Background: an optimization exercise with open tools, aiming at small area, a short achievable clock period and few clock cycles. Do not read the settings as production practice. Function was not checked in any run shown here: the RTL went through the layout flow alone. Power and IR drop assume default switching activity.

<file path="design/flow/design.v">
module read_bmap_row #(
    parameter int DATA_WIDTH  = 32,
    parameter int ADDR_WIDTH  = 32,
    parameter int PIXEL_WIDTH = 16,
    parameter int PIPE_LEN    = 8
) (
    input  logic                   aclk,
    input  logic                   areset,
    input  logic                   req,
    input  logic [ADDR_WIDTH-1:0]  fb_base_in,
    input  logic [31:0]            wmod_in,
    input  logic [31:0]            xcur_in,
    input  logic [31:0]            ycur_in,
    input  logic [31:0]            hdx_in,
    input  logic [31:0]            hdy_in,
    input  logic [31:0]            cnt_in,
    output logic                   mem_req,
    output logic                   mem_we,
    output logic [ADDR_WIDTH-1:0]  mem_addr,
    output logic [DATA_WIDTH-1:0]  mem_wdata,
    input  logic [DATA_WIDTH-1:0]  mem_rdata,
    input  logic                   mem_resp,
    output logic [PIXEL_WIDTH-1:0] pixel,
    output logic                   pix_valid,
    input  logic                   pix_ready,
    output logic                   pix_last,
    output logic                   busy,
    output logic                   done
);
    localparam int AW = $clog2(PIPE_LEN);
    logic        r_init;    
    logic        r_mac;     
    logic        r_slow;    
    logic        r_run;     
    logic        r_zero;    
    logic        r_busy;
    logic        r_done;
    logic        r_mem_req;
    logic [31:0] r_x;       
    logic [31:0] r_y;       
    logic [31:0] r_hdx;
    logic [31:0] r_hdy;
    logic [31:0] r_w;       
    logic [31:0] r_p;       
    logic [31:0] r_r;       
    logic [31:0] r_cnt;     
    logic        r_last;    
    logic [16:0] r_m;       
    logic        r_mp;      
    logic        r_dp, r_dm;          
    logic        r_fast;              
    logic        r_fc, r_fco;         
    logic [PIXEL_WIDTH-1:0] r_dat [PIPE_LEN];
    logic [PIPE_LEN-1:0]    r_up;
    logic [PIPE_LEN-1:0]    r_lst;
    logic [AW:0]            r_wp;     
    logic [AW:0]            r_rp;     
    logic [AW:0]            r_hp;     
    logic                   r_full;   
    logic                   r_pv;     
    logic [32:0] w_ysum;
    logic        w_c, w_co;
    logic        w_hz, w_hm, w_hp1;
    logic        w_dz, w_dp, w_dm;
    assign w_ysum = {1'b0, r_y} + {1'b0, r_hdy};
    assign w_co   = w_ysum[32];
    assign w_c    = w_ysum[16] ^ r_y[16] ^ r_hdy[16];
    assign w_hz   = (r_hdy[31:16] == 16'h0000);
    assign w_hm   = (r_hdy[31:16] == 16'hFFFF);
    assign w_hp1  = (r_hdy[31:16] == 16'h0001);
    assign w_dz   = (w_hz && !w_c) || (w_hm && w_c);
    assign w_dp   = (w_hz && w_c && !w_co) || (w_hp1 && !w_c && !w_co);
    assign w_dm   = w_hm && !w_c && w_co;
    logic [15:0] w_s;
    assign w_s = r_hdy[31:16] + {15'd0, r_fc};
    logic w_issue, w_pop, w_mlast, w_mul_any;
    assign w_issue   = r_run && !r_full;
    assign w_pop     = r_pv && pix_ready;
    assign w_mul_any = r_init || r_mac || r_slow;
    assign w_mlast   = (r_m[16:1] == 16'h0000) || (r_m[16:1] == 16'hFFFF);
    logic w_one, w_two, w_inv;
    always_comb begin
        if (w_mul_any) begin
            w_one = r_m[0] ^ r_mp;
            w_two = (r_m[1] && !r_m[0] && !r_mp) || (!r_m[1] && r_m[0] && r_mp);
            w_inv = r_m[1] && !(r_m[0] && r_mp);
        end else begin
            w_one = r_dp || r_dm;
            w_two = 1'b0;
            w_inv = r_dm;
        end
    end
    logic [31:0] w_mul;
    logic [31:0] w_op;
    logic [31:0] w_pnext;
    assign w_mul   = r_mac ? r_r : r_w;
    assign w_op    = ({32{w_one}} & w_mul) | ({32{w_two}} & {w_mul[30:0], 1'b0});
    assign w_pnext = r_p + (w_op ^ {32{w_inv}}) + {31'd0, w_inv};
    logic [31:0] w_byte;
    assign w_byte = r_p + {15'd0, r_x[31:16], 1'b0};
    logic [AW:0] w_wp_n, w_rp_n, w_hp_n;
    assign w_wp_n = r_wp + {{AW{1'b0}}, w_issue};
    assign w_rp_n = r_rp + {{AW{1'b0}}, mem_resp};
    assign w_hp_n = r_hp + {{AW{1'b0}}, w_pop};
    always_ff @(posedge aclk) begin
        if (areset) begin
            r_init    <= 1'b0;
            r_mac     <= 1'b0;
            r_slow    <= 1'b0;
            r_run     <= 1'b0;
            r_zero    <= 1'b0;
            r_busy    <= 1'b0;
            r_done    <= 1'b0;
            r_mem_req <= 1'b0;
            r_wp      <= '0;
            r_rp      <= '0;
            r_hp      <= '0;
            r_full    <= 1'b0;
            r_pv      <= 1'b0;
        end else begin
            r_mem_req <= w_issue;
            r_wp      <= w_wp_n;
            r_rp      <= w_rp_n;
            r_hp      <= w_hp_n;
            r_full    <= (w_wp_n[AW] != w_hp_n[AW]) && (w_wp_n[AW-1:0] == w_hp_n[AW-1:0]);
            r_pv      <= (w_rp_n != w_hp_n);
            r_done    <= (w_pop && r_lst[r_hp[AW-1:0]]) || r_zero;
            if ((w_pop && r_lst[r_hp[AW-1:0]]) || r_zero) r_busy <= 1'b0;
            else if (req) r_busy <= 1'b1;
            r_init <= !r_busy && req && (cnt_in != 32'd0);
            r_zero <= !r_busy && req && (cnt_in == 32'd0);
            if (w_mul_any) begin
                r_mac <= !w_mlast;
                r_run <= w_mlast;
            end
            r_slow <= w_issue && !r_last && !r_fast;
            if (w_issue && (r_last || !r_fast)) r_run <= 1'b0;
        end
    end
    always_ff @(posedge aclk) begin
        if (!r_busy) begin
            r_x    <= xcur_in;
            r_y    <= ycur_in;
            r_hdx  <= hdx_in;
            r_hdy  <= hdy_in;
            r_w    <= wmod_in;
            r_p    <= fb_base_in;
            r_r    <= wmod_in;
            r_cnt  <= cnt_in;
            r_last <= (cnt_in == 32'd1);
            r_m    <= {1'b0, ycur_in[31:16]};
            r_mp   <= 1'b0;
        end else begin
            if (w_mul_any) begin
                r_p  <= w_pnext;
                r_r  <= {w_mul[29:0], 2'b00};
                r_m  <= {{2{r_m[16]}}, r_m[16:2]};
                r_mp <= r_m[1];
            end
            if (r_init || w_issue) begin
                r_y    <= w_ysum[31:0];
                r_fc   <= w_c;
                r_fco  <= w_co;
                r_dp   <= w_dp;
                r_dm   <= w_dm;
                r_fast <= w_dz || w_dp || w_dm;
            end
            if (w_issue) begin
                r_x    <= r_x + r_hdx;
                r_cnt  <= r_cnt - 32'd1;
                r_last <= (r_cnt == 32'd2);
                r_r    <= {2'b00, w_byte[31:2]};
                if (r_fast) r_p <= w_pnext;
                r_m    <= {r_fco, w_s};
                r_mp   <= 1'b0;
            end
        end
    end
    always_ff @(posedge aclk) begin
        if (w_issue) begin
            r_up[r_wp[AW-1:0]]  <= w_byte[1];
            r_lst[r_wp[AW-1:0]] <= r_last;
        end
        if (mem_resp)
            r_dat[r_rp[AW-1:0]] <= r_up[r_rp[AW-1:0]] ? mem_rdata[31:16] : mem_rdata[15:0];
    end
    assign mem_req   = r_mem_req;
    assign mem_addr  = {2'b00, r_r[29:0]};
    assign mem_we    = 1'b0;
    assign mem_wdata = '0;
    assign pixel     = r_dat[r_hp[AW-1:0]];
    assign pix_valid = r_pv;
    assign pix_last  = r_lst[r_hp[AW-1:0]];
    assign busy      = r_busy;
    assign done      = r_done;
endmodule
</file>
<file path="design/flow/flow/run.sh">
#!/bin/bash
# Standard layout, with the port buffers made of the smallest buffer cell.
cp standard.sh standard.sh.log.txt 2>/dev/null
export BUFFER_PORTS_ARGS="-buffer_cell sky130_fd_sc_hd__buf_1"
bash standard.sh > standard.log 2>&1
</file>
<file path="design/flow/standard.sh">
#!/bin/bash
# synth_recipe.tcl (not shown) runs the flow's synth.tcl, then flattens the netlist and writes it again
# the make line also repeats each setting of config.mk as NAME=value (left out here)
make -C /OpenROAD-flow-scripts/flow DESIGN_CONFIG=/design/flow/config.mk WORK_HOME=/design/flow/orfs CLKGATE_MAP_FILE= SYNTH_SCRIPT=/design/flow/synth_recipe.tcl "${@:-finish}"
</file>
<file path="design/flow/config.mk">
export PLATFORM = sky130hd
export DESIGN_NAME = read_bmap_row
export DESIGN_NICKNAME = read_bmap_row
export VERILOG_FILES = /design/flow/design.v
export SDC_FILE = /design/flow/constraint.sdc
export NUM_CORES = 4
export LEC_CHECK = 0
export CAP_MARGIN = 20
export CORE_MARGIN = 2
export CORE_UTILIZATION = 65
export CTS_BUF_LIST = sky130_fd_sc_hd__clkbuf_4 sky130_fd_sc_hd__clkbuf_8
export SLEW_MARGIN = 20
</file>
<file path="design/flow/constraint.sdc">
create_clock -name core_clock -period 8.0 [get_ports {aclk}]
set_input_delay 1.6000 -clock core_clock [delete_from_list [all_inputs] [get_ports {aclk}]]
set_output_delay 1.6000 -clock core_clock [all_outputs]
set_load 0.01 [all_outputs]
</file>
==> reports/metrics.yaml, run 1 <==
place_inst: 2997
synth_seq_area_share_pct: 50.2
final_cells: 3145
max_freq_mhz: 202
io_pins: 347
power_density_nw_per_um2: 293
postSynth.asyncResetShare_pct: 0
core_sq_um: 38700
postPlaceCellArea_sq_um: 26900
gp_congestion: 0.920
post_cts_buffers: 0
setup_viol: 0
final_cell_mix: "390 x edfxtp_1, 311 x buf_1, 199 x a21oi_1"
start_util_pct: 66.0
grt_max_degree: 89
ant_nets: 0
yosysTopAreaCell: "edfxtp_1"
first_global_vias: 18692
netlist_area_sq_um: 25600
cts_hold_buffers: 0
cts_num_sinks: 446
synth_top_area_share_pct: 45.8
arrival_ns: 5.48
ir_worst_vdd_mv: 0.201
worst_slew_pin_slew_ns: 1.11
end_kind: "flop"
outcome: "complete, no violations"
r2r_start: "r_mac$_SDFFE_PP0N_"
setup_slack_ns: 3.04
totalWireLength_mm: 64.0
area_growth_pct: 11.3
final_common_cell: "edfxtp_1"
root_buffer: "clkbuf_8"
syn-instance-count: 2265
setup_tns_ns: 0
relSlewSlack_pct: 26.0
startpoint_type: "flop"
grt_use_total_pct: 30.8
path_clk_slew_ns: 0.06
clk_path_buf_depth: 3
dpl.hpwl_mm: 46.2
grt_overflow_total: 0
ctsResizeCount: 0
finalCritPeriodShare_pct: 62.0
rsz0062_at_grt: "no"
required_ns: 8.51
drc: 0
htreeDepth: 3
ys_dominant_reg_cell: "edfxtp_1"
hp-class: "flop to flop"
nNetsFinal: 2947
wl_per_cell_microns: 20.4
worstSetupPathType: "flop to flop"
startpoint: "r_mac$_SDFFE_PP0N_"
hold_start: "r_mp$_SDFFE_PP0N_"
synth_warnings: 1
drive_gt1_share_pct: 12.1
die_x_microns: 202
finalCriticalPeriod_ns: 4.96
syn_avg_cell_area_sq_um: 11.3
slew_violations: 0
vias: 19094
cp_max_fo: 34
pre_cts_slack_ns: 3.08
port_buffers: 311
synthTopCellsByArea: "edfxtp_1 46%, ha_1 6.1%, dfxtp_1 4.4%"
synth_edf_count: 390
die_y_microns: 202
die_area_sq_um: 41000
total_power_mw: 8.35
yosysUniqueCellTypes: 87
antenna_found_initial: 11
via_per_inst: 6.07
hold_viol_final: 0
drt_iter0_markers: 1393
fin_skew_ns: 0.0279
cts_tree: "yes"
num_rows: 72
cts_buffers: 76
drtPass1Iterations: 6
fillCellCount: 2764
postLayoutCellArea_sq_um: 28500
drv_cap: 0
synth-seq-cells: 446
grt_pass1_wl_mm: 99.0
worstSkewPairLatency_ns: 0.64
leakagePower_nw: 10.5
power by group:
part / switching, mW / total [mW] / internal [mW]
Clock: 0.974 / 2.11 / 1.14
Combinational: 1.81 / 3.09 / 1.28
Sequential: 0.222 / 3.15 / 2.93
cells by family after synthesis:
family | after synthesis | synth area share, %
other | 1 | 0.0147
AOI/OAI and AO/OA | 549 | 13.6
adders and majority gates | 129 | 6.43
and+or+nand+nor | 620 | 11.7
DFF | 446 | 50.2
muxes | 157 | 8.43
xor gates and xnor gates | 168 | 5.80
buffers and inverters | 195 | 3.88
layer usage:
| metal | share of wire, % | wire (microns) | up-vias | GRT usage [%] |
|---|---|---|---|---|
| met5 | 0.11 | 72 | - | 0 |
| met4 | 2.2 | 1410 | 10 | 10.0 |
| met3 | 8.7 | 5550 | 112 | 6.79 |
| met2 | 46 | 29500 | 792 | 48.8 |
| met1 | 43 | 27500 | 9092 | 42.4 |
| li1 | - | - | 9088 | - |
worst paths after layout:
path                                     endpoint  depth (start not counted)  slack (ns)
worst min-delay path            r_mp$_SDFFE_PP0N_                          2        0.50
worst max-delay path              r_p[30]$_DFF_P_                         16        3.04
worst max register to register    r_p[30]$_DFF_P_                         16        3.04
worst min register to register  r_mp$_SDFFE_PP0N_                          2        0.50
worst max-delay path, cell delays in order, from the launching register on:
cell and delay [ns]:
dfxtp_2 0.31, buf_4 0.44, or3_1 0.40, mux2i_4 0.28
buf_4 0.47, xor2_1 0.24, inv_1 0.09, fa_1 0.41
nor2b_1 0.17, o31a_1 0.21, a21oi_1 0.12, o21ai_1 0.39
a311oi_1 0.24, o31ai_1 0.54, a31oi_1 0.23, nor3_1 0.22
a211oi_1 0.07
sequential cells by signal, summed over array words and instances, names as in the netlist, 4 cells and up:
signal  cells
r_cnt      32
r_dat     128
r_hdx      32
r_hdy      32
r_hp        4
r_lst       8
r_m        17
r_p        32
r_r        32
r_rp        4
r_up        8
r_w        32
r_wp        4
r_x        32
r_y        32
stage by stage:
step / hold slack (ns) / utilization [%]
after floorplan: 0.420 / -
after global placement: 0.477 / 69.5
after detailed placement: 0.491 / 69.5
after CTS: 0.503 / 73.5
after global routing: 0.537 / 73.5
final: 0.504 / 73.5
cell type report:
class                   count  area (sq um)  share of cell area, %
inverters                  45           174                  0.611
repair buffers            330          1310                   4.60
multi-input cells        1658         11900                   41.9
clock buffers              98          1250                   4.41
clock inverters            42           295                   1.04
diodes                      8          20.0                 0.0703
well taps                 518           648                   2.28
flip-flops and latches    446         12800                   45.1
cell usage after synthesis, drive strengths merged, types with 6 or more instances:
master	instances
and2	10
nor2b	21
a22oi	12
edfxtp	390
o311ai	7
a211oi	23
o22ai	16
a21oi	201
dfxtp	56
or3	20
nor3b	7
nand3	38
a31oi	28
o211ai	10
nand4	20
inv	44
clkbuf	66
nor3	41
xnor2	85
o21a	13
mux4	36
o21bai	11
nand2	152
nand2b	20
nor4	28
nand3b	7
nor2	200
and3	27
and4	6
a211o	6
mux2i	26
o2111ai	7
ha	125
buf	84
o21ai	94
o31a	6
o31ai	14
or2	9
xor2	82
a21o	56
mux2	95
==> run 2: changes to the inputs <==
==> design/flow/run.sh (new file) <==
#!/bin/bash
# synth_recipe.tcl (not shown) runs the flow's synth.tcl, then flattens the netlist and writes it again
# the make line also repeats each setting of config.mk as NAME=value (left out here)
make -C /OpenROAD-flow-scripts/flow DESIGN_CONFIG=/design/flow/config.mk WORK_HOME=/design/flow/orfs CLKGATE_MAP_FILE= SYNTH_SCRIPT=/design/flow/synth_recipe.tcl finish
removed: design/flow/flow/run.sh
removed: design/flow/standard.sh
==> run 2 against run 1 <==
  * Still clean on timing, DRC and antenna
  * Setup slack improved by 0.25 ns
  * Global-route usage increased by 1.8 points
  * Core utilization increased by 4.9 points
  * Critical path depth decreased by 1
  * Count of clock-buffer cells in the layout increased by 3
  * Cell area increased by 6.6%
  * Clock power decreased by 3%
  * Hold slack got worse by 0.0022 ns
  * Clock skew increased by 0.015 ns
  * Total power increased by 1.4%
  * Area after synthesis unchanged
  * Highest routed layer unchanged
==> reports/metrics.yaml, run 2 <==
postPlaceCellArea_sq_um: 28900  # +7.2%
cts_buffers: 75  # -1.3%
drive_gt1_share_pct: 11.8  # -0.27 points
final_common_cell: "edfxtp_1"
htreeDepth: 3  # unchanged
drtPass1Iterations: 5  # -1
cp_max_fo: 33  # -2.9%
yosysUniqueCellTypes: 87  # unchanged
num_rows: 72  # unchanged
synth-seq-cells: 446  # unchanged
area_growth_pct: 18.7
end_kind: "flop"
ys_top_cells_by_count: "390 x edfxtp_1, 200 x a21oi_1, 200 x nor2_1"
die_y_microns: 202  # unchanged
gp_congestion: 0.926  # +0.66%
total_power_mw: 8.47  # +1.4%
postSynth.asyncResetShare_pct: 0  # unchanged
p_clk_share_pct: 24.2  # -1.1 points
slew_violations: 0  # unchanged
via_per_inst: 6.27  # +3.2%
worstSkewPairLatency_ns: 0.65  # about the same
p_int_mw: 5.46  # +2.1%
fin_skew_ns: 0.0425  # +0.0146 ns
combinationalPowerShare_pct: 38.4  # +1.4 points
syn-instance-count: 2265  # unchanged
hold_viol_final: 0  # unchanged
cts_tree: "yes"
dpl.hpwl_mm: 48.2  # +4.2%
ys_dominant_reg_cell: "edfxtp_1"
core_sq_um: 38700  # unchanged
drv_cap: 0  # unchanged
yosysTopAreaCell: "edfxtp_1"
die_area_sq_um: 41000  # unchanged
first_global_vias: 19241  # +2.9%
cp_slowest_cell: "o31ai_1"
start_util_pct: 66.0  # unchanged
cts_num_sinks: 446  # unchanged
finalCritPeriodShare_pct: 58.9  # -3.1 points
outcome: "complete, no violations"
rsz0062_at_grt: "no"
drc: 0  # unchanged
max_freq_mhz: 212  # +5.2%
ant_nets: 0  # unchanged
grt_overflow_total: 0  # unchanged
crit_chain: "buf_4, nor3_4, mux2_4, o21a_1, or2_2, fa_1, nor2b_1, o31a_1, a21oi_1, o21ai_1, a311oi_1, o31ai_1, a31oi_1, nor3_1, a211oi_1"
worst_slew_pin_slew_ns: 1.11  # +0.00138 ns
vias: 19667  # +3.0%
ir_worst_vdd_mv: 0.195  # -2.8%
arrival_ns: 5.24  # -0.24 ns
antenna_found_initial: 13  # +2
setup_tns_ns: 0  # unchanged
synthTopCellsByArea: "edfxtp_1 46%, ha_1 6.1%, dfxtp_1 4.4%"
synth_warnings: 1  # unchanged
cts_hold_buffers: 0  # unchanged
worstSetupPathType: "flop to flop"
io_pins: 347  # unchanged
path_clk_slew_ns: 0.06  # about the same
ctsResizeCount: 0  # unchanged
setup_viol: 0  # unchanged
post-synth-top-count-cell: "edfxtp_1"
drt_iter0_markers: 1751  # +26%
relSlewSlack_pct: 25.9  # -0.092 points
hp-class: "flop to flop"
p_seq_share_pct: 37.4  # -0.3 points
leakagePower_nw: 11.3  # +7.6%
largest_reg_flops: 128  # unchanged
finalCriticalPeriod_ns: 4.72  # -0.246 ns
place_inst: 2997  # unchanged
nNetsFinal: 2946  # -0.034%
totalWireLength_mm: 67.5  # +5.3%
sw_frac_of_total_pct: 35.5  # -0.44 points
power_density_nw_per_um2: 279  # -4.9%
required_ns: 8.52  # about the same
cpPeakStageDelay_ns: 0.50  # -0.04 ns
grt_pass1_wl_mm: 104  # +5.0%
synth_top_area_share_pct: 45.8  # unchanged
postLayoutCellArea_sq_um: 30400  # +6.6%
synth_edf_count: 390  # unchanged
timing.hold.ws_ns: 0.502  # -0.00221 ns
grt_use_total_pct: 32.6  # +1.8 points
final_cell_mix: "390 x edfxtp_1, 311 x clkdlybuf4s50_1, 199 x a21oi_1"
syn_avg_cell_area_sq_um: 11.3  # unchanged
clk_path_buf_depth: 3  # unchanged
netlist_area_sq_um: 25600  # unchanged
startpoint_type: "flop"
wl_per_cell_microns: 21.5  # +5.6%
post_cts_buffers: 0  # unchanged
die_x_microns: 202  # unchanged
final_cells: 3138  # -0.22%
grt_max_degree: 82  # -7.9%
root_buffer: "clkbuf_8"
synth_seq_area_share_pct: 50.2  # unchanged
port_buffers: 311  # unchanged
p_switching_mw: 3.01  # +0.13%
==> run 2: cell counts after synthesis <==
No cell type changed its count.
==> run 2: kinds of logic after synthesis <==
family                     Yosys count  share of synthesized area, %
and+or+nand+nor                    620                          11.7
DFF                                446                          50.2
buffers and inverters              195                          3.88
other                                1                        0.0147
xor gates and xnor gates           168                          5.80
AOI/OAI and AO/OA                  549                          13.6
muxes                              157                          8.43
adders and majority gates          129                          6.43
==> run 2: area by class of cell <==
cell class	instances	area, sq um
Multi-Input combinational cell	1658	11900
Antenna cell	8	20.0
Clock buffer	101	1280
Timing Repair Buffer	330	3260
Fill cell	2471	8380
Sequential cell	446	12800
Tap cell	518	648
Inverter	45	174
Clock inverter	32	208
==> run 2: routing by layer <==
layer	part of all wire [%]	vias up	track usage [%]
li1	-	9082	-
met1	40	9439	44.1
met2	47	1010	52.7
met3	9.9	122	6.34
met4	2.5	14	11.7
met5	0.14	-	0
==> run 2: final timing paths <==
| kind | to | depth (start not counted) | start | slack, ns |
|---|---|---|---|---|
| min reg2reg | r_p[15]$_DFF_P_ | 2 | r_p[15]$_DFF_P_ | 0.50 |
| max | r_p[30]$_DFF_P_ | 15 | r_mac$_SDFFE_PP0N_ | 3.28 |
| min | r_p[15]$_DFF_P_ | 2 | r_p[15]$_DFF_P_ | 0.50 |
| max reg2reg | r_p[30]$_DFF_P_ | 15 | r_mac$_SDFFE_PP0N_ | 3.28 |
==> run 2: critical path, delay by kind of cell (launching register included) <==
kind / cells / cell delay, ns
compound gates: 8 / 2.02
simple gates: 4 / 1.12
mux: 1 / 0.44
fa+ha+maj: 1 / 0.41
flops: 1 / 0.32
buf+inv: 1 / 0.28
==> run 2: power by group through the flow <==
stage / combinational, mW / sequential, mW / clock, mW
4_1_cts: 3.21 / 3.16 / 2.07
3_3_place_gp: 3.09 / 3.18 / 0
2_1_floorplan: 2.38 / 3.10 / 0
5_1_grt: 3.55 / 3.19 / 2.16
6_report: 3.25 / 3.16 / 2.05
3_5_place_dp: 3.18 / 3.20 / 0
==> run 2: stage by stage <==
stage	worst slack [ns]	utilization (%)
after global placement	3.50	74.5
final	3.28	78.4
after CTS	3.28	78.3
after global routing	2.92	78.4
after floorplan	3.10	-
after detailed placement	3.35	74.5
==> run 3: changes to the inputs <==
--- a/design/flow/design.v
+++ b/design/flow/design.v
@@ -33,6 +33,7 @@
     logic        r_slow;    
     logic        r_run;     
     logic        r_zero;    
+    logic        r_drain;   
     logic        r_busy;
     logic        r_done;
     logic        r_mem_req;
@@ -52,7 +53,6 @@
     logic        r_fc, r_fco;         
     logic [PIXEL_WIDTH-1:0] r_dat [PIPE_LEN];
     logic [PIPE_LEN-1:0]    r_up;
-    logic [PIPE_LEN-1:0]    r_lst;
     logic [AW:0]            r_wp;     
     logic [AW:0]            r_rp;     
     logic [AW:0]            r_hp;     
@@ -73,9 +73,10 @@
     assign w_dm   = w_hm && !w_c && w_co;
     logic [15:0] w_s;
     assign w_s = r_hdy[31:16] + {15'd0, r_fc};
-    logic w_issue, w_pop, w_mlast, w_mul_any;
+    logic w_issue, w_pop, w_mlast, w_mul_any, w_plast;
     assign w_issue   = r_run && !r_full;
     assign w_pop     = r_pv && pix_ready;
+    assign w_plast   = r_drain && (r_hp + 1'b1 == r_wp);
     assign w_mul_any = r_init || r_mac || r_slow;
     assign w_mlast   = (r_m[16:1] == 16'h0000) || (r_m[16:1] == 16'hFFFF);
     logic w_one, w_two, w_inv;
@@ -109,6 +110,7 @@
             r_slow    <= 1'b0;
             r_run     <= 1'b0;
             r_zero    <= 1'b0;
+            r_drain   <= 1'b0;
             r_busy    <= 1'b0;
             r_done    <= 1'b0;
             r_mem_req <= 1'b0;
@@ -124,9 +126,11 @@
             r_hp      <= w_hp_n;
             r_full    <= (w_wp_n[AW] != w_hp_n[AW]) && (w_wp_n[AW-1:0] == w_hp_n[AW-1:0]);
             r_pv      <= (w_rp_n != w_hp_n);
-            r_done    <= (w_pop && r_lst[r_hp[AW-1:0]]) || r_zero;
-            if ((w_pop && r_lst[r_hp[AW-1:0]]) || r_zero) r_busy <= 1'b0;
+            r_done    <= (w_pop && w_plast) || r_zero;
+            if ((w_pop && w_plast) || r_zero) r_busy <= 1'b0;
             else if (req) r_busy <= 1'b1;
+            if (w_pop && w_plast) r_drain <= 1'b0;
+            else if (w_issue && r_last) r_drain <= 1'b1;
             r_init <= !r_busy && req && (cnt_in != 32'd0);
             r_zero <= !r_busy && req && (cnt_in == 32'd0);
             if (w_mul_any) begin
@@ -179,7 +183,6 @@
     always_ff @(posedge aclk) begin
         if (w_issue) begin
             r_up[r_wp[AW-1:0]]  <= w_byte[1];
-            r_lst[r_wp[AW-1:0]] <= r_last;
         end
         if (mem_resp)
             r_dat[r_rp[AW-1:0]] <= r_up[r_rp[AW-1:0]] ? mem_rdata[31:16] : mem_rdata[15:0];
@@ -190,7 +193,7 @@
     assign mem_wdata = '0;
     assign pixel     = r_dat[r_hp[AW-1:0]];
     assign pix_valid = r_pv;
-    assign pix_last  = r_lst[r_hp[AW-1:0]];
+    assign pix_last  = w_plast;
     assign busy      = r_busy;
     assign done      = r_done;
 endmodule
==> design/flow/flow/run.sh (new file) <==
#!/bin/bash
# Standard layout, with the port buffers made of the smallest buffer cell.
cp standard.sh standard.sh.log.txt 2>/dev/null
export BUFFER_PORTS_ARGS="-buffer_cell sky130_fd_sc_hd__buf_1"
bash standard.sh > standard.log 2>&1
==> design/flow/standard.sh (new file) <==
#!/bin/bash
# synth_recipe.tcl (not shown) runs the flow's synth.tcl, then flattens the netlist and writes it again
# the make line also repeats each setting of config.mk as NAME=value (left out here)
make -C /OpenROAD-flow-scripts/flow DESIGN_CONFIG=/design/flow/config.mk WORK_HOME=/design/flow/orfs CLKGATE_MAP_FILE= SYNTH_SCRIPT=/design/flow/synth_recipe.tcl "${@:-finish}"
--- a/design/flow/config.mk
+++ b/design/flow/config.mk
@@ -9,4 +9,5 @@
 export CORE_MARGIN = 2
 export CORE_UTILIZATION = 65
 export CTS_BUF_LIST = sky130_fd_sc_hd__clkbuf_4 sky130_fd_sc_hd__clkbuf_8
+export SETUP_SLACK_MARGIN = 4.5
 export SLEW_MARGIN = 20
removed: design/flow/run.sh
==> run 3 against run 2 <==
  * Register-to-register slack gained 0.87 ns
  * Synthesized cell count grew 0.44%
  * Cell count grew 3.0%
  * Still clean on timing, DRC and antenna
  * Area after synthesis shrank 0.59%
  * Critical path type unchanged
  * Combinational power shrank 3%
  * Sequential cell count shrank 7
  * Sequential share of layout area shrank 0.25 points
  * Highest routed layer unchanged
  * Clock skew shrank 0.0089 ns
  * Largest power group unchanged
  * Setup slack gained 0.87 ns
  * Cell area shrank 1.1%
  * Hold slack lost 0.040 ns
==> reports/metrics.yaml, run 3 <==
leakagePower_nw: 11.2  # -0.23%
arrival_ns: 4.42  # -0.82 ns
drv_cap: 0  # unchanged
final_common_cell: "edfxtp_1"
grt_use_total_pct: 32.2  # -0.36 points
setup_tns_ns: 0  # unchanged
worstSetupPathType: "flop to flop"
start_util_pct: 65.8  # -0.23 points
fillCellCount: 2530  # +2.4%
syn-instance-count: 2275  # +0.44%
totalWireLength_mm: 68.2  # +1.2%
rsz0062_at_grt: "yes"
nNetsFinal: 3044  # +3.3%
hold_start: "r_zero$_SDFF_PP0_"
die_y_microns: 202  # -0.29%
hp-class: "flop to flop"
synth_edf_count: 382  # -2.1%
first_global_vias: 19484  # +1.3%
drt_iter0_markers: 1755  # +0.23%
cts_buffers: 74  # -1.3%
reg2reg_depth: 20  # +5
root_buffer: "clkbuf_8"
clk_path_buf_depth: 3  # unchanged
ir_worst_vdd_mv: 0.183  # -6.4%
post-synth-top-count-cell: "edfxtp_1"
gp_congestion: 0.918  # -0.93%
path_clk_slew_ns: 0.06  # about the same
syn_avg_cell_area_sq_um: 11.2  # -1.0%
rr_endpoint: "r_p[26]$_DFF_P_"
rrSetupSlack_ns: 4.16  # +0.87 ns
startpoint_type: "flop"
setup_viol: 0  # unchanged
grt_max_degree: 158  # +93%
dpl.hpwl_mm: 44.0  # -8.7%
pre_cts_slack_ns: 3.48  # +0.129 ns
netlist_area_sq_um: 25400  # -0.59%
total_power_mw: 8.18  # -3.4%
max_freq_mhz: 260  # +23%
drtPass1Iterations: 7  # +2
utilization_pct: 77.7  # -0.67 points
grt_util_met1_pct: 42.9  # -1.2 points
startpoint: "r_mac$_SDFFE_PP0N_"
via_per_inst: 6.19  # -1.2%
postSynth.asyncResetShare_pct: 0  # unchanged
relSlewSlack_pct: 25.8  # -0.060 points
port_buffers: 311  # unchanged
required_ns: 8.57  # +0.05 ns
timing.hold.ws_ns: 0.462  # -0.0399 ns
synth_top_area_share_pct: 45.1  # -0.67 points
drive_gt1_share_pct: 17.5  # +5.7 points
ys_top_cells_by_count: "382 x edfxtp_1, 188 x nor2_1, 175 x a21oi_1"
grt_pass1_wl_mm: 103  # -0.99%
synth_warnings: 1  # unchanged
die_x_microns: 202  # -0.29%
r2r_start: "r_mac$_SDFFE_PP0N_"
cts_hold_buffers: 0  # unchanged
worstSkewPairLatency_ns: 0.65  # about the same
crit_end: "r_p[26]$_DFF_P_"
core_sq_um: 38600  # -0.23%
cts_num_sinks: 439  # -1.6%
final_cell_mix: "382 x edfxtp_1, 300 x buf_1, 179 x nor2_1"
finalCriticalPeriod_ns: 3.84  # -0.873 ns
ant_nets: 0  # unchanged
fin_skew_ns: 0.0336  # -0.00887 ns
synth_seq_area_share_pct: 49.6  # -0.57 points
grt_overflow_total: 0  # unchanged
antenna_found_initial: 4  # -9
grt_use_met2_pct: 51.1  # -1.6 points
cts_tree: "yes"
area_growth_pct: 18.1
drc: 0  # unchanged
hold_viol_final: 0  # unchanged
met3_usage_pct: 8.11  # +1.8 points
outcome: "complete, no violations"
num_rows: 72  # unchanged
io_pins: 347  # unchanged
slew_violations: 0  # unchanged
largest_reg_flops: 128  # unchanged
finalCritPeriodShare_pct: 48.0  # -11 points
worst_slew_pin_slew_ns: 1.11  # +0.000893 ns
cp_max_fo: 5  # -85%
ys_dominant_reg_cell: "edfxtp_1"
yosysTopAreaCell: "edfxtp_1"
synth-seq-cells: 439  # -1.6%
htreeDepth: 3  # unchanged
power_density_nw_per_um2: 272  # -2.4%
vias: 20005  # +1.7%
setup_slack_ns: 4.16  # +0.873 ns
synthTopCellsByArea: "edfxtp_1 45%, ha_1 6.2%, dfxtp_1 4.5%"
end_kind: "flop"
wl_per_cell_microns: 21.1  # -1.8%
grt.busiest_layer: "met2"
die_area_sq_um: 40700  # -0.58%
yosysUniqueCellTypes: 74  # -15%
[run 3: changes by cell type in the layout (fill, tap and decap cells not counted), moves of 20 or more]
cell             change
xnor2_1             +26
buf_4               +50
buf_6               +24
buf_1              +300
clkdlybuf4s50_1    -311
a21oi_1             -37
xor2_1              -20
[run 3: cells by family (layout without fill, tap and decap cells)]
| kind of cell | count (synthesis) | in the layout | synth area share (%) |
|---|---|---|---|
| simple gates | 601 | 601 | 11.2 |
| compound gates | 551 | 553 | 13.7 |
| flops | 439 | 439 | 49.6 |
| buf+inv | 205 | 607 | 3.99 |
| xor+xnor | 186 | 186 | 6.40 |
| mux | 162 | 162 | 8.53 |
| fa+ha+maj | 130 | 130 | 6.51 |
| other cells | 1 | 36 | 0.0147 |
[run 3: how the worst min path moves through the flow]
stage                               end  slack, ns  cells past startpoint
finish              r_busy$_SDFFE_PP0P_       0.46                      1
global route        r_busy$_SDFFE_PP0P_       0.46                      1
CTS                 r_busy$_SDFFE_PP0P_       0.43                      1
detailed placement  r_busy$_SDFFE_PP0P_       0.41                      1
global placement    r_busy$_SDFFE_PP0P_       0.41                      1
floorplan           r_busy$_SDFFE_PP0P_       0.40                      1
[run 3: where the power goes]
group | leakage, nW | switching, mW | internal, mW
clock | 0.781 | 0.938 | 1.08
combinational | 6.25 | 1.71 | 1.44
sequential | 4.21 | 0.195 | 2.82
[run 3: area by class of cell]
type                       count  area (sq um)  share of cell area, %
antenna                        1          2.50                0.00833
clock buffer                 100          1240                   4.12
clock inverter                36           226                  0.754
inverter                      51           196                  0.654
multi-input combinational   1667         12600                   41.9
sequential                   439         12600                   42.0
tap                          518           648                   2.16
timing repair buffer         420          2510                   8.37
[run 3: worst max-delay path: stages (launching register included)]
cell and delay, ns:
dfxtp_4 0.37, nor3_4 0.28, mux2i_4 0.37, buf_6 0.14, buf_6 0.08, buf_6 0.12
buf_16 0.13, buf_4 0.13, o22ai_1 0.11, xnor2_1 0.30, ha_1 0.35, a21oi_1 0.21
o21ai_2 0.13, a22oi_2 0.24, o21ai_2 0.11, buf_4 0.15, buf_6 0.10, buf_6 0.11
xnor2_2 0.10, nand2_1 0.07, a21oi_1 0.15
[run 3: what timing repair did]
action,4_1_cts,5_1_grt
endpoints found under the setup margin,53,59
buffers inserted,52,24
pin swaps,32,66
gates resized for setup,107,80
cloned,11,4
[run 3: metal layers]
metal | vias to the layer above | share of wire (%)
li1 | 9273 | -
met1 | 9566 | 40
met2 | 975 | 46
met3 | 185 | 9.7
met4 | 6 | 3.9
met5 | - | 0.062
[run 3: metrics by stage]
step	std cells	instance area, sq um
after global placement	3004	26800
after detailed placement	3004	26800
after CTS	3203	29400
after floorplan	2309	25700
after global routing	3231	30000
final	3232	30000
==> run 4: changes to the inputs <==
--- a/design/flow/config.mk
+++ b/design/flow/config.mk
@@ -9,5 +9,5 @@
 export CORE_MARGIN = 2
 export CORE_UTILIZATION = 65
 export CTS_BUF_LIST = sky130_fd_sc_hd__clkbuf_4 sky130_fd_sc_hd__clkbuf_8
-export SETUP_SLACK_MARGIN = 4.5
+export SETUP_SLACK_MARGIN = 3.5
 export SLEW_MARGIN = 20
==> run 4 against run 3 <==
  * Still clean on timing, DRC and antenna
  * Cell count fell by 2.9%
  * Non-clock buffer count shrank 87
  * Synthesized cell count stayed put
  * Total power decreased by 6.8%
  * Core utilization down 4.4 points
  * Cell area shrank 5.6%
  * Global-route usage decreased by 1.4 points
  * Sequential cell count stayed put
  * Clock power barely moved
==> reports/metrics.yaml, run 4 <==
num_rows: 72  # unchanged
rr_endpoint: "r_p[31]$_DFF_P_"
ys_top_cells_by_count: "382 x edfxtp_1, 188 x nor2_1, 175 x a21oi_1"
yosysUniqueCellTypes: 74  # unchanged
nNetsFinal: 2956  # -2.9%
r2r_start: "r_mac$_SDFFE_PP0N_"
core_sq_um: 38600  # unchanged
timing.hold.ws_ns: 0.441  # -0.0208 ns
root_buffer: "clkbuf_8"
port_buffers: 311  # unchanged
grt_overflow_total: 0  # unchanged
relSlewSlack_pct: 25.2  # -0.70 points
largest_reg_flops: 128  # unchanged
hold_start: "r_zero$_SDFF_PP0_"
synth_top_area_share_pct: 45.1  # unchanged
grt_use_total_pct: 30.8  # -1.4 points
cpPeakStageDelay_ns: 0.52  # +0.15 ns
p_seq_share_pct: 39.5  # +2.6 points
cts_buffers: 75  # +1.4%
ir_worst_vdd_mv: 0.190  # +4.1%
postSynth.asyncResetShare_pct: 0  # unchanged
hold_viol_final: 0  # unchanged
drive_gt1_share_pct: 11.2  # -6.3 points
cts_tree: "yes"
die_area_sq_um: 40700  # unchanged
grt_util_met1_pct: 39.5  # -3.3 points
worstSetupPathType: "flop to flop"
netlist_area_sq_um: 25400  # unchanged
setup_tns_ns: 0  # unchanged
sw_frac_of_total_pct: 34.5  # -0.30 points
worstSkewPairLatency_ns: 0.68  # +0.03 ns
post-synth-top-count-cell: "edfxtp_1"
syn_avg_cell_area_sq_um: 11.2  # unchanged
ys_dominant_reg_cell: "edfxtp_1"
vias: 19125  # -4.4%
max_freq_mhz: 234  # -10%
cp_max_fo: 34  # +29
grt.busiest_layer: "met2"
arrival_ns: 4.89  # +0.47 ns
crit_end: "r_p[31]$_DFF_P_"
combinationalPowerShare_pct: 34.3  # -4.2 points
totalWireLength_mm: 62.9  # -7.8%
reg2reg_depth: 16  # -20%
start_util_pct: 65.8  # unchanged
path_clk_slew_ns: 0.06  # about the same
cp_slowest_cell: "or4b_1"
htreeDepth: 3  # unchanged
finalCriticalPeriod_ns: 4.28  # +0.438 ns
drt_iter0_markers: 1357  # -23%
slew_violations: 0  # unchanged
yosysTopAreaCell: "edfxtp_1"
p_int_mw: 5.00  # -6.3%
startpoint_type: "flop"
fin_skew_ns: 0.0259  # -0.00769 ns
area_growth_pct: 11.4
required_ns: 8.60  # +0.03 ns
clk_path_buf_depth: 3  # unchanged
finalCritPeriodShare_pct: 53.5  # +5.5 points
grt_use_met2_pct: 49.9  # -1.1 points
leakagePower_nw: 10.5  # -7.0%
final_common_cell: "edfxtp_1"
first_global_vias: 19018  # -2.4%
startpoint: "r_mac$_SDFFE_PP0N_"
via_per_inst: 6.09  # -1.6%
synth_seq_area_share_pct: 49.6  # unchanged
drv_cap: 0  # unchanged
drtPass1Iterations: 5  # -2
rsz0062_at_grt: "no"
synthTopCellsByArea: "edfxtp_1 45%, ha_1 6.2%, dfxtp_1 4.5%"
final_cell_mix: "382 x edfxtp_1, 311 x buf_1, 182 x nor2_1"
wl_per_cell_microns: 20.0  # -5.1%
crit_chain: "buf_8, or3_4, o21ai_2, buf_6, o22ai_1, xnor2_1, ha_1, a21o_1, a21o_1, a21oi_1, o211ai_2, o2111a_1, o21a_1, o21a_1, or4b_1, a21oi_1"
die_x_microns: 202  # unchanged
synth-seq-cells: 439  # unchanged
drc: 0  # unchanged
end_kind: "flop"
dpl.hpwl_mm: 44.4  # +0.87%
synth_warnings: 1  # unchanged
io_pins: 347  # unchanged
outcome: "complete, no violations"
power_density_nw_per_um2: 269  # -1.2%
synth_edf_count: 382  # unchanged
rrSetupSlack_ns: 3.72  # -0.44 ns
cts_num_sinks: 439  # unchanged
ant_nets: 0  # unchanged
grt_max_degree: 154  # -2.5%
met3_usage_pct: 8.09  # -0.016 points
syn-instance-count: 2275  # unchanged
setup_viol: 0  # unchanged
gp_congestion: 0.929  # +1.2%
hp-class: "flop to flop"
antenna_found_initial: 6  # +2
p_switching_mw: 2.63  # -7.6%
p_clk_share_pct: 26.2  # +1.5 points
grt_pass1_wl_mm: 98.9  # -3.9%
worst_slew_pin_slew_ns: 1.11  # -0.000106 ns
cts_hold_buffers: 0  # unchanged
die_y_microns: 202  # unchanged
[run 4: worst max-delay path: cells and delay by family, from the launching register on]
family	cells	cell delay, ns
compound gates	10	1.90
simple gates	2	0.98
buf+inv	2	0.48
fa+ha+maj	1	0.34
flops	1	0.32
xor+xnor	1	0.15
[run 4: layout make-up]
| class | instances | area (sq um) |
|---|---|---|
| Sequential cell | 439 | 12600 |
| Multi-Input combinational cell | 1665 | 12000 |
| Fill cell | 2796 | 10300 |
| Timing Repair Buffer | 333 | 1390 |
| Clock buffer | 103 | 1290 |
| Tap cell | 518 | 648 |
| Inverter | 51 | 196 |
| Clock inverter | 28 | 180 |
| Antenna cell | 2 | 5.00 |
[run 4: timing repair]
| action | in CTS | in global routing |
|---|---|---|
| pin swaps | 0 | 2 |
| buffers inserted | 0 | 2 |
| gates resized for setup | 5 | 12 |
| endpoints found under the setup margin | 16 | 11 |
[run 4: logic make-up (layout without fill, tap and decap cells)]
kind of cell,after synthesis,after routing,synth area share [%]
adders and majority gates,130,130,6.51
and+or+nand+nor,601,601,11.2
muxes,162,162,8.53
buffers and inverters,205,515,3.99
AOI/OAI and AO/OA,551,551,13.7
xor gates and xnor gates,186,186,6.40
other,1,37,0.0147
DFF,439,439,49.6
[run 4: per-layer routing]
| layer | routed length, microns | vias up |
|---|---|---|
| met1 | 25800 | 9150 |
| li1 | - | 9098 |
| met2 | 29700 | 717 |
| met4 | 2140 | 10 |
| met3 | 5140 | 150 |
| met5 | 52 | - |
[run 4: metrics by stage]
step	power, mW	area (sq um)	utilization [%]	worst slack (ns)	std cells
finish	7.62	28300	73.3	3.72	3139
global placement	5.54	26800	69.3	3.29	3004
global route	8.06	28300	73.3	3.54	3137
CTS	7.62	28300	73.2	3.46	3135
detailed placement	5.60	26800	69.3	3.19	3004
floorplan	5.00	25600	-	3.71	2309
[run 4: worst min-delay path by stage]
stage | to | slack, ns | cells after the start
after floorplan | r_busy$_SDFFE_PP0P_ | 0.40 | 1
after global placement | r_busy$_SDFFE_PP0P_ | 0.40 | 1
after detailed placement | r_busy$_SDFFE_PP0P_ | 0.41 | 1
after CTS | r_busy$_SDFFE_PP0P_ | 0.43 | 1
after global routing | r_busy$_SDFFE_PP0P_ | 0.45 | 1
final | r_busy$_SDFFE_PP0P_ | 0.44 | 1
[run 4: power groups by stage]
| stage | clock network [mW] | logic, mW | registers, mW |
|---|---|---|---|
| floorplan | 0 | 2.03 | 2.97 |
| global placement | 0 | 2.50 | 3.04 |
| detailed placement | 0 | 2.55 | 3.05 |
| CTS | 2.03 | 2.58 | 3.01 |
| global route | 2.13 | 2.89 | 3.04 |
| finish | 2.00 | 2.62 | 3.01 |

-- what the ideal ports hide --
In the flow no input, the clock included, has a driving cell. The finished layouts below were timed again as built, in two steps.
Step 1 (the two cells are an assumption about what drives the block):
set clk [get_ports {aclk}]
set_driving_cell -lib_cell sky130_fd_sc_hd__clkbuf_16 $clk
set_driving_cell -lib_cell sky130_fd_sc_hd__buf_2 [delete_from_list [all_inputs] $clk]
Step 2 adds t to the input delays and takes it off the output delays; t is the mean of the earliest and latest rising clock arrival at the registers after step 1. Input paths then give back, and output paths get back, about the clock's delay inside the block.
Three values: no drivers, after step 1, after step 2; two values: the first two.
run | t (ns) | setup slack, ns | worst setup path at the end
run 1 | 0.680 | 3.038 / 3.038 / 3.038 | register to register
run 2 | 0.691 | 3.284 / 3.284 / 3.284 | register to register
run 3 | 0.685 | 4.157 / 4.110 / 4.157 | register to register
run 4 | 0.719 | 3.719 / 3.719 / 3.719 | register to register
After both steps setup and hold are still met in every run listed.
